This design comes from an exercise in tuning for small area, a short achievable clock period and few clock cycles on the open sky130 flow, not from production work. At most, simulation tests tie the RTL to the original design; equivalence was not proved. Power figures rest on the tool's default switching activity, not on a simulated workload.

Setup of north:
## accum_top
module accum_top #(
  parameter int unsigned NumAcc = accum_pkg::NUM_ACC
) (
  input  logic                        clk_state,
  input  logic                        rst_ni,
  input  logic                        psel_i,
  input  logic                        penable_i,
  input  logic                        pwrite_i,
  input  logic [7:0]                  paddr_i,
  input  logic [31:0]                 pwdata_i,
  output logic [31:0]                 prdata_o,
  output logic                        pready_o,
  output logic                        pslverr_o,
  input  logic                        psum_valid_i,
  output logic                        psum_ready_o,
  input  logic [accum_pkg::ACC_W-1:0] psum_data_i,
  output logic                        out_valid_o,
  input  logic                        out_ready_i,
  output logic [accum_pkg::OUT_W-1:0] out_data_o,
  output logic                        done_o
);
Size: roughly 2300 cells after synthesis, ~420 flip-flops.
clock: 8.5 ns
lec_check: 0
cap_margin: 20
core_margin: 2
core_utilization: 65
cts_buf_list: sky130_fd_sc_hd__clkbuf_8
setup_slack_margin: 5
slew_margin: 20
standard.sh (not shown) runs the stock make flow with config.mk's settings and CLKGATE_MAP_FILE= SYNTH_SCRIPT=/design/flow/synth_recipe.tcl, a recipe that flattens the netlist after the stock synthesis.
==> flow/flow/run.sh <==
#!/bin/bash
# The standard layout, with clock tree synthesis told not to add dummy loads.
set -euo pipefail
bash standard.sh "CTS_ARGS=-sink_clustering_enable -repair_clock_nets -dont_use_dummy_load -buf_list sky130_fd_sc_hd__clkbuf_8" finish > standard.log 2>&1
Testbench counts of north, summed over its fixed seeds: cycles 8,040.
Modified inputs, south compared to north
- CORE_UTILIZATION now 70, was 65
==> flow/run.sh (new file) <==
#!/bin/bash
# synth_recipe.tcl (not shown) runs the flow's synth.tcl, then flattens the netlist and writes it again
# the make line also repeats each setting of config.mk as NAME=value (left out here)
make -C /OpenROAD-flow-scripts/flow DESIGN_CONFIG=/design/flow/config.mk WORK_HOME=/design/flow/orfs CLKGATE_MAP_FILE= SYNTH_SCRIPT=/design/flow/synth_recipe.tcl finish
removed: flow/flow/run.sh
removed: flow/standard.sh
[summary]
- Going from north to south, sequential share of cell area decreased by 0.54 points relative to the old numbers, count of clock-buffer cells in the layout increased by 16% relative to the old numbers, power after layout increased by 9.4% relative to the old numbers, share of the final layout cell area in multi-input gates decreased by 0.72 points relative to the old numbers.
- Measured against each other, south and north differ in initial core utilization, the lower figure coming from north.
- Compared with north, die width in south decreased by a few percent.
- On sum of routed wire length over all layers, north loses to south.
- Relative to north, the relative area change from synthesis to final layout of south is higher by 1.8 points.
The following lists how east was set up differently from south:
- an added PLACE_DENSITY_LB_ADDON of 0.2
Results
Cmp east vs south: worst setup slack before clock tree synthesis lower in east
On power density relative to cell area, the lower figure sits with south, not east.
Diff south -> east: switching power total grew by about 3%, accumulated negative setup slack held steady, time the worst path needs with I/O delays and setup shrank by 0.046 ns.
Number of vias per cell (higher): east


build 25:
accum_top, a different RTL version from the one above (not shown whole).
For scale: roughly 420 flip-flops, roughly 23,000 sq um of cells after synthesis.
clock: 8.5 ns
lec_check: 0
cap_margin: 20
core_margin: 2
core_utilization: 80
setup_slack_margin: 5
slew_margin: 20
run.sh (not shown) runs the stock make flow with config.mk's settings and CLKGATE_MAP_FILE= SYNTH_SCRIPT=/design/flow/synth_recipe.tcl, a recipe that flattens the netlist after the stock synthesis.
Stock flow here: none of the scripts above is used.
What ended build 25 was a tool error in global routing (5_1_grt); the run never finished.
Modified inputs, build 51 compared to build 25
-- flow/config.mk --
<<< build 25, line 8
>>> build 51, line 8
export ABC_AREA = 1
<<< build 25, line 10
export CORE_UTILIZATION = 80
>>> build 51, line 11
export CORE_UTILIZATION = 70
[summary]
- Build 51 did not stop at any stage, and its layout met the timing, DRC and antenna checks.
- Sort build 25 and build 51 by number of cells in the design after placement, ascending, and build 25 comes first.
- The fraction of the yosys area taken by sequential cells in build 51 sits 0.55 points below the value recorded for build 25.
- Summary of build 51 over build 25: synthesized area divided by synthesized cell count went down by about 20%, parity-gate share of the synthesized area counting xor and xnor cells decreased 0.68 points, horizontal die dimension saw an increase, instance area at placement climbed 1.5%, count of cell types in the netlist -23.
- Between build 25 and build 51, the flow reports synthesized cell count increasing by more than a quarter.
- Compared to build 25, build 51 has cell row count 5 higher.
- [build 51] synthesized area rose 1.5% relative to build 25
Changes in build 13 relative to build 51:
-- flow/config.mk --
<<< build 51, line 8
export ABC_AREA = 1
>>> build 13, line 8
[summary]
On routed wire length, build 13 does better than build 51. There was hardly any difference in fmax between build 13 and build 51. Internal power on build 13 is up relative to build 51. Gate count of the mapped netlist is higher on build 51. [diff] synthesized area, build 13 relative to build 51: improvement. Compared with build 51, in build 13 cell area has decreased; layout multi-input combinational cell count has decreased; stage delay of the slowest cell on the critical path has decreased; wire length of the first global-routing pass has decreased.
Function was not checked in any run of this note: the RTL went through the layout flow alone.


Setup of run a:
Another version of the RTL of accum_top (not shown whole).
Size in the first run: ~2,200 cells after synthesis, about 410 flip-flops, ~180 I/O pins.
Settings: LEC_CHECK=0, CAP_MARGIN=20, CORE_MARGIN=2, CORE_UTILIZATION=70, SETUP_SLACK_MARGIN=5, SLEW_MARGIN=20; clock period 8.5 ns.
--- input diff run a..run b ---
# run a
export LEC_CHECK = 0
export CAP_MARGIN = 20
export CORE_MARGIN = 2
export CORE_UTILIZATION = 70
export SETUP_SLACK_MARGIN = 5
export SLEW_MARGIN = 20
create_clock -name core_clock -period 8.5 [get_ports {clk_state}]
# run b
export LEC_CHECK = 0
export CAP_MARGIN = 20
export CORE_MARGIN = 2
export CORE_UTILIZATION = 70
export SETUP_SLACK_MARGIN = 5
export SLEW_MARGIN = 20
export TNS_END_PERCENT = 10
create_clock -name core_clock -period 8.5 [get_ports {clk_state}]
==> comparison <==
- Combinational power share for run b: 0.2 points down relative to run a
- Relative to run a, number of non-clock inverters decreased by 2 in run b.
- In terms of worst voltage drop across the vdd grid, run a and run b differ only marginally.
- Of run a and run b, the run reporting the higher maximum fanout along the worst path was run b.
- Any difference in internal power summed over all cells between run b and run a is small enough to ignore.
- Going from run a to run b, share of the cycle needed by the critical path after routing grows by 1.2 points.
- Clock-cell share of area essentially unchanged between run b and run a.
- When the final numbers for run a and run b were put side by side, the area growth from synthesis to layout turned out to be smaller in run b.
- Between run a and run b, the difference in share of power burned in registers is negligible.
- Compared with run a, in run b met3 wire length shrank by 1.3 mm, via count shrank by 463.
No run of this note included a check of the RTL's function; only the layout flow was run.

## static timing again, ports no longer ideal
How much do the figures lean on ideal ports? The routed layouts below were timed once more, with nothing changed but the port constraints.
Step 1 sets driving cells, clkbuf_16 on the clock port and buf_2 on the other inputs (assumed; they add their load-dependent delay and slew).
Step 2 adds t to the input delays and takes it off the output delays; t is the mean of the earliest and latest rising clock arrival at the registers after step 1. Input paths then give back, and output paths get back, about the clock's delay inside the block.
Slacks: ideal / step 1 / step 2; pairs: ideal / step 1.
| run | t (ns) | setup slack, ns | worst setup path after step 2 | latest minus earliest clock arrival (ns) | pins driven straight from the clock port |
|---|---|---|---|---|---|
| north | 0.602 | 5.002 / 4.954 / 4.488 | input to register | 0.095 / 0.095 | 1 |
| south | 0.685 | 4.877 / 4.829 / 4.383 | input to register | 0.026 / 0.026 | 1 |
| east | 0.651 | 4.923 / 4.877 / 4.431 | input to register | 0.047 / 0.047 | 1 |
| build 51 | 0.624 | 4.919 / 4.863 / 4.510 | input to register | 0.022 / 0.022 | 1 |
| build 13 | 0.627 | 4.910 / 4.856 / 4.421 | input to register | 0.030 / 0.031 | 1 |
| run a | 0.593 | 4.845 / 4.793 / 4.477 | input to register | 0.027 / 0.028 | 1 |
| run b | 0.595 | 4.740 / 4.687 / 4.287 | input to register | 0.032 / 0.033 | 1 |
After both steps setup and hold are still met in every run listed. For north, which loses most, drivers alone change the setup slack by -0.048 ns; drivers and shift together by -0.514 ns.
